This is an optimization exercise on Yosys and OpenROAD, whose aim is small area, a short achievable clock period and few clock cycles per item, not a production implementation.
Only simulation tests tie the RTL to the original design; equivalence was not proved.
Power and IR drop assume default switching activity.

Design mcp_top, start of the top module:
module mcp_top
(
    input  logic        clk,
    input  logic        rst,
    input  logic        start_req,
    output logic        start_ack,
    input  logic        host_we,
    input  logic [5:0]  host_addr,
    input  logic [15:0] host_wdata,
    output logic [15:0] host_rdata
);
Size in the first run: ~1300 flip-flops, about 43 I/O pins.
clock: 8.0 ns
lec_check: 0
abc_area: 1
cap_margin: 20
core_margin: 2
core_utilization: 40
cts_buf_list: sky130_fd_sc_hd__clkbuf_8
place_density: 0.6
setup_slack_margin: 4.85
slew_margin: 20
tns_end_percent: 30
run.sh (not shown) runs the stock make flow with config.mk's settings and CLKGATE_MAP_FILE= SYNTH_SCRIPT=/design/flow/synth_recipe.tcl, a recipe that flattens the netlist after the stock synthesis.
The baseline completed with no timing, DRC or antenna violations.
Testbench counts at the start, summed over its fixed seeds: cycles 832, runs 64.
Change:
CORE_UTILIZATION = 55   (was 40)
PLACE_DENSITY = 0.7   (was 0.6)
SETUP_SLACK_MARGIN = 4.6   (was 4.85)
TNS_END_PERCENT = 5   (was 30)
The new run completed without violations.
Sequential share of layout area grows by 2.1 points.
Worst setup slack loses 0.27 ns.
Flip-flop and latch count is unchanged.
Via count is about the same.
Routed wire length shrinks by a few percent.

== trial 21 ==
The RTL this note starts from:
==> flow/design.v <==
`timescale 1ns/1ps
`default_nettype none
module mcp_top
(
    input  logic        clk,
    input  logic        rst,
    input  logic        start_req,
    output logic        start_ack,
    input  logic        host_we,
    input  logic [5:0]  host_addr,
    input  logic [15:0] host_wdata,
    output logic [15:0] host_rdata
);
    logic [15:0] mem [64];
    function automatic logic [15:0] csa_s(input logic [15:0] a, input logic [15:0] b,
                                          input logic [15:0] c);
        csa_s = a ^ b ^ c;
    endfunction
    function automatic logic [15:0] csa_c(input logic [15:0] a, input logic [15:0] b,
                                          input logic [15:0] c);
        logic [15:0] m;
        m = (a & b) | (a & c) | (b & c);
        csa_c = {m[14:0], 1'b0};
    endfunction
    logic [15:0] A [4];                     
    logic [15:0] B [4];                     
    logic [15:0] P [8];                     
    logic [15:0] csum [4];                  
    always_comb begin
        for (int i = 0; i < 4; i++) begin
            A[i] = mem[16 + i];
            B[i] = mem[20 + i];
        end
    end
    logic        job;
    logic [15:0] x [2];
    assign job = host_we & ~rst & (host_addr[5:3] == 3'b010);
    always_comb begin
        for (int m = 0; m < 2; m++) begin
            if (host_addr[2]) begin
                x[m] = A[{host_addr[0] ^ m[0], host_addr[1]}];
            end else begin
                x[m] = B[{host_addr[0], host_addr[1] ^ m[0]}];
            end
        end
    end
    logic [7:0] bneg, bone, btwo;
    always_comb begin
        for (int i = 0; i < 8; i++) begin
            logic lo;
            lo      = (i == 0) ? 1'b0 : host_wdata[2*i - 1];
            bneg[i] = host_wdata[2*i + 1];
            bone[i] = host_wdata[2*i] ^ lo;
            btwo[i] = (host_wdata[2*i + 1] & ~host_wdata[2*i] & ~lo)
                    | (~host_wdata[2*i + 1] & host_wdata[2*i] & lo);
        end
    end
    logic [15:0] s1 [2][6];
    logic [15:0] s1_q [2][6];
    logic [2:0]  job_w_q;
    logic        job_q;
    always_comb begin
        for (int m = 0; m < 2; m++) begin
            logic [15:0] row [8];
            for (int i = 0; i < 7; i++) begin
                logic [15:0] mg;
                mg = ({16{bone[i]}} & x[m]) | ({16{btwo[i]}} & {x[m][14:0], 1'b0});
                row[i] = (mg ^ {16{bneg[i]}}) << (2*i);
                if (i > 0) row[i][2*i - 2] = bneg[i - 1];
            end
            begin
                logic [1:0] m7;
                m7 = ({2{bone[7]}} & x[m][1:0]) | ({2{btwo[7]}} & {x[m][0], 1'b0});
                row[7] = '0;
                row[7][14] = m7[0];
                row[7][15] = m7[1] ^ (bneg[7] & m7[0]);
                row[7][12] = bneg[6];
            end
            s1[m][0] = csa_s(row[0], row[1], row[2]);
            s1[m][1] = csa_c(row[0], row[1], row[2]);
            s1[m][2] = csa_s(row[3], row[4], row[5]);
            s1[m][3] = csa_c(row[3], row[4], row[5]);
            s1[m][4] = row[6];
            s1[m][5] = row[7];
        end
    end
    always_ff @(posedge clk) begin
        job_q   <= job;
        job_w_q <= host_addr[2:0];
        for (int m = 0; m < 2; m++) begin
            for (int i = 0; i < 6; i++) s1_q[m][i] <= s1[m][i];
        end
    end
    logic [15:0] prod [2];
    always_comb begin
        for (int m = 0; m < 2; m++) begin
            logic [15:0] t0, t1, t2, t3, u0, u1, v0, v1;
            t0 = csa_s(s1_q[m][0], s1_q[m][1], s1_q[m][2]);
            t1 = csa_c(s1_q[m][0], s1_q[m][1], s1_q[m][2]);
            t2 = csa_s(s1_q[m][3], s1_q[m][4], s1_q[m][5]);
            t3 = csa_c(s1_q[m][3], s1_q[m][4], s1_q[m][5]);
            u0 = csa_s(t0, t1, t2);
            u1 = csa_c(t0, t1, t2);
            v0 = csa_s(u0, u1, t3);
            v1 = csa_c(u0, u1, t3);
            prod[m] = v0 + v1;
        end
    end
    always_ff @(posedge clk) begin
        for (int r = 0; r < 2; r++) begin
            for (int k = 0; k < 2; k++) begin
                for (int c = 0; c < 2; c++) begin
                    if (job_q && (job_w_q[2] ? (job_w_q[1] == k[0] && job_w_q[0] == c[0])
                                             : (job_w_q[1] == r[0] && job_w_q[0] == k[0]))) begin
                        P[4*r + 2*k + c] <= prod[r ^ c];
                    end
                end
            end
        end
    end
    always_comb begin
        for (int r = 0; r < 2; r++) begin
            for (int c = 0; c < 2; c++) begin
                csum[2*r + c] = P[4*r + c] + P[4*r + 2 + c];
            end
        end
    end
    always_ff @(posedge clk) begin
        if (rst) begin
            start_ack <= 1'b0;
        end else begin
            start_ack <= start_req;
        end
    end
    logic [7:0]  lsel, hsel;
    logic [15:0] rval [64];
    logic [15:0] grp [8];
    logic [15:0] rdata;
    always_comb begin
        for (int i = 0; i < 8; i++) begin
            lsel[i] = host_addr[2:0] == 3'(i);
            hsel[i] = host_addr[5:3] == 3'(i);
        end
        for (int i = 0; i < 64; i++) rval[i] = mem[i];
        for (int i = 0; i < 4; i++) begin
            if (start_ack) rval[24 + i] = csum[i];
        end
        rdata = '0;
        for (int g = 0; g < 8; g++) begin
            grp[g] = '0;
            for (int l = 0; l < 8; l++) grp[g] = grp[g] | (rval[8*g + l] & {16{lsel[l]}});
            rdata = rdata | (grp[g] & {16{hsel[g]}});
        end
    end
    always_ff @(posedge clk) begin
        for (int i = 0; i < 64; i++) begin
            if (i >= 24 && i < 28 && start_ack) begin
                mem[i] <= csum[i - 24];
            end else if (host_we && !rst && lsel[i % 8] && hsel[i / 8]) begin
                mem[i] <= host_wdata;
            end
        end
        host_rdata <= rdata;
    end
endmodule
`default_nettype wire
Settings: LEC_CHECK=0, ABC_AREA=1, CAP_MARGIN=10, CORE_MARGIN=2, CORE_UTILIZATION=55, CTS_BUF_LIST=sky130_fd_sc_hd__clkbuf_8, PLACE_DENSITY=0.7, SETUP_SLACK_MARGIN=4.6, SLEW_MARGIN=10, TNS_END_PERCENT=5; clock period 8.0 ns.
Testbench counts of trial 21, summed over its fixed seeds: cycles 832, runs 64.
Modified inputs, build 29 compared to trial 21
- CAP_MARGIN changed from 10 to 20
- PLACE_DENSITY changed from 0.7 to 0.65
- SLEW_MARGIN changed from 10 to 20
- TNS_END_PERCENT changed from 5 to 20
- SETUP_SLACK_MARGIN changed from 4.6 to 4.7
- CORE_UTILIZATION changed from 55 to 47
[summary]
Comparing trial 21 and build 29, the higher net switching power of the design is on build 29.
Layout cell share with drive strength beyond 1: build 29 higher than trial 21
Final cell area: build 29 above trial 21
Overall die width, trial 21 and build 29: lower on trial 21
Of trial 21 and build 29, the higher worst path buffer plus inverter count belongs to build 29.
Taking trial 21 as the reference, in build 29 fraction of the cycle the final worst path needs down 0.57 points, total CTS buffers up 3.5%, flip-flop and latch area flat.

run 1:
Starts from the design.v that is shown in full above.
make LEC_CHECK=0 ABC_AREA=1 CAP_MARGIN=20 CORE_MARGIN=2 CORE_UTILIZATION=40 CTS_BUF_LIST=sky130_fd_sc_hd__clkbuf_8 PLACE_DENSITY=0.6 SETUP_SLACK_MARGIN=4.8 SLEW_MARGIN=20 TNS_END_PERCENT=30 finish   # period 8.0 ns
Testbench counts of run 1, summed over its fixed seeds: cycles 832, runs 64.
### run 1 -> run 2
Settings: CORE_UTILIZATION now 55, was 40; TNS_END_PERCENT now 40, was 30; SETUP_SLACK_MARGIN now 4.5, was 4.8; PLACE_DENSITY now 0.7, was 0.6.
## What came out
- Status | run 1 and run 2 | clean
- Row clock tree buffer count of the final layout: run 2 lower / run 1 higher
- In run 2 relative to run 1, placer congestion estimate had gone up slightly.
- Of run 1 and run 2, the lower fmax belongs to run 2.
- The run showing the smaller worst-case setup margin in the final layout is run 2.
- In the reports for run 1 and run 2, the larger normalized max-slew margin belongs to run 2.
- Looking at timing endpoint of the critical path, the mem[7][5]$_DFFE_PP_ result is from run 1; the host_rdata[13]$_DFF_P_ one comes from run 2.
--- input diff run 2..run 3 ---
Settings: a change of PLACE_DENSITY from 0.7 to 0.6; a change of SETUP_SLACK_MARGIN from 4.5 to 4.95; a change of CORE_UTILIZATION from 55 to 40; a change of TNS_END_PERCENT from 40 to 30.
Results
Looking at launching instance or port of the critical path, the host_addr[1] result is from run 2; the s1_q[6][11]$_DFF_P_ one comes from run 3. Relative to run 2, routed wire length increased by 8.5% in run 3. For run 2, the capturing element of the worst setup path was host_rdata[13]$_DFF_P_, unlike run 3, where it was P[4][15]$_DFFE_PP_. Higher count of multi-input gates was reported by run 3, not run 2. Side by side, maximum cell stage delay along the critical path turned out lower in run 3 than in run 2.
## Diff of input files: run 4 against run 3
Settings: swapping 0.6 for 0.7 in PLACE_DENSITY; swapping 30 for 5 in TNS_END_PERCENT; swapping 40 for 55 in CORE_UTILIZATION; swapping 4.95 for 4.6 in SETUP_SLACK_MARGIN.
==> flow/flow/run.sh (new file) <==
#!/bin/bash
# The standard layout (standard.sh), with two ORFS settings changed:
#  - the input and output port buffers are buf_4 cells, not the delay-cell
#    buffer that buffer_ports picks on its own;
#  - ADDER_MAP_FILE is empty, so synthesis leaves adders as plain gates for
#    abc instead of mapping them to full/half adder cells.
# make's output goes to flow_make.log here; each tool's log is under orfs/logs.
set -euo pipefail
export BUFFER_PORTS_ARGS="-buffer_cell sky130_fd_sc_hd__buf_4"
bash standard.sh ADDER_MAP_FILE= finish > flow_make.log 2>&1
==> flow/standard.sh (new file) <==
#!/bin/bash
# synth_recipe.tcl (not shown) runs the flow's synth.tcl, then flattens the netlist and writes it again
# the make line also repeats each setting of config.mk as NAME=value (left out here)
make -C /OpenROAD-flow-scripts/flow DESIGN_CONFIG=/design/flow/config.mk WORK_HOME=/design/flow/orfs CLKGATE_MAP_FILE= SYNTH_SCRIPT=/design/flow/synth_recipe.tcl "${@:-finish}"
removed: flow/run.sh
==> comparison <==
The fraction of met1 tracks used by global routing in run 4 sits 11 points above the value recorded for run 3.
When run 4 is measured against run 3, its critical path depth turns out 6 lower.
Across both runs, wire length of the first global-routing pass was lower for run 4 than for run 3.
In the metrics for run 3 and run 4, the one carrying the higher clock network fraction of total power is run 4.
Comparing run 3 and run 4, the lower share of total power in combinational logic was measured on run 4.
In the flow results for run 3 and run 4, the total non-filler cell area in the finished layout is smaller on run 4.
The total grt overflow of run 3 and that of run 4 are within noise of each other.
Summary of run 4 over run 3: number of antenna violations at the first check in global routing picked up an extra 6; routed via count picked up an extra 3753; power drawn by the clock network neither gained nor lost much.
The maximum number of pins on one net before global-route repair reported for run 4 is greater than that of run 3 by 42.
### run 4 -> run 5
Settings: changing PLACE_DENSITY from 0.7 to 0.6; changing CORE_UTILIZATION from 55 to 40; changing SETUP_SLACK_MARGIN from 4.6 to 5.0; changing TNS_END_PERCENT from 5 to 50.
==> flow/run.sh (new file) <==
#!/bin/bash
# synth_recipe.tcl (not shown) runs the flow's synth.tcl, then flattens the netlist and writes it again
# the make line also repeats each setting of config.mk as NAME=value (left out here)
make -C /OpenROAD-flow-scripts/flow DESIGN_CONFIG=/design/flow/config.mk WORK_HOME=/design/flow/orfs CLKGATE_MAP_FILE= SYNTH_SCRIPT=/design/flow/synth_recipe.tcl finish
removed: flow/flow/run.sh
removed: flow/standard.sh
## What came out
Comparing routed length on met1 for run 5 and run 4, the smaller number came from run 4.
Going from run 4 to run 5, power share of the combinational group has increased, layout overhead on the synthesized area higher, cell area +about 7%.
Diff run 4 -> run 5 | portion of the clock cycle consumed by the worst path in the final layout | decrease of 3.6 points
Run 5 ends up with higher part of the Yosys area used for sequential elements than run 4 does.
Run 5 vs. run 4: number of post-CTS setup repair buffers went up by 143.
diff inputs: run 5 => run 6
Settings: TNS_END_PERCENT: 50 -> 0; SETUP_SLACK_MARGIN: 5.0 -> 4.6; SLEW_MARGIN: 20 -> 10; CORE_UTILIZATION: 40 -> 55; PLACE_DENSITY: 0.6 -> 0.7; CAP_MARGIN: 20 -> 10.
Notes after the runs:
Slew at the pin closest to its max-slew limit delta for run 6 relative to run 5: 0.085 ns higher
For the share of the cycle needed by the critical path after routing, run 6 came in 4.8 points higher than run 5 did.
Critical path depth (higher): run 5
Relative to run 5, met3 wire length has increased by about 11% in run 6.
Post-CTS setup buffer count (run 6 vs. run 5) decreases by more than half
Relative to run 5, global-route wire length before repair has gone down in run 6.
Run 6: post-route non-filler standard cell count 718 below run 5
Area of the die: run 6 < run 5
Run 6 ends up with a worst IR drop on VDD that is about 40% lower than in run 5.

-- afterwards: timing with drivers on the ports --
In the flow no input, the clock included, has a driving cell. The finished layouts below were timed again as built, in two steps. Step 1: set_driving_cell puts a clkbuf_16 on clk and a buf_2 on each other input, an assumption about the parent block. Step 2, shift: input delay + t, output delay - t, t = (earliest + latest rising clock arrival at the registers) / 2. This alone moves slack from input paths to output paths. Slacks: ideal ports / drivers / drivers and shift; pairs: ideal ports / drivers.
run | t (ns) | slack for setup (ns) | hold WS [ns] | worst register clock-pin slew, ns | worst data-port slew with drivers (ns)
the first run of note 1 | 0.990 | 4.652 / 4.575 / 3.619 | 0.488 / 0.488 / 0.488 | 0.07 / 0.07 | 0.21
the second run of note 1 | 0.950 | 4.378 / 4.366 / 3.416 | 0.476 / 0.476 / 0.476 | 0.07 / 0.07 | 0.09
trial 21 | 0.951 | 4.353 / 4.384 / 3.433 | 0.490 / 0.490 / 0.490 | 0.07 / 0.07 | 0.09
build 29 | 0.982 | 4.398 / 4.363 / 3.381 | 0.549 / 0.549 / 0.549 | 0.07 / 0.07 | 0.14
run 1 | 0.996 | 4.503 / 4.514 / 3.518 | 0.529 / 0.529 / 0.529 | 0.07 / 0.07 | 0.13
run 2 | 0.951 | 4.316 / 4.273 / 3.322 | 0.529 / 0.529 / 0.529 | 0.07 / 0.07 | 0.12
run 3 | 1.016 | 4.616 / 4.616 / 3.822 | 0.538 / 0.538 / 0.538 | 0.07 / 0.07 | 0.18
run 4 | 0.960 | 4.344 / 4.289 / 3.329 | 0.528 / 0.528 / 0.528 | 0.07 / 0.07 | 0.12
run 5 | 0.996 | 4.628 / 4.628 / 3.817 | 0.490 / 0.490 / 0.490 | 0.08 / 0.08 | 0.17
run 6 | 0.956 | 4.246 / 4.204 / 3.248 | 0.526 / 0.526 / 0.526 | 0.07 / 0.07 | 0.10
After both steps every run listed still meets setup and hold. The setup slack of the first run of note 1, which loses most, moves by -0.077 ns with the drivers and by -1.033 ns with both steps.
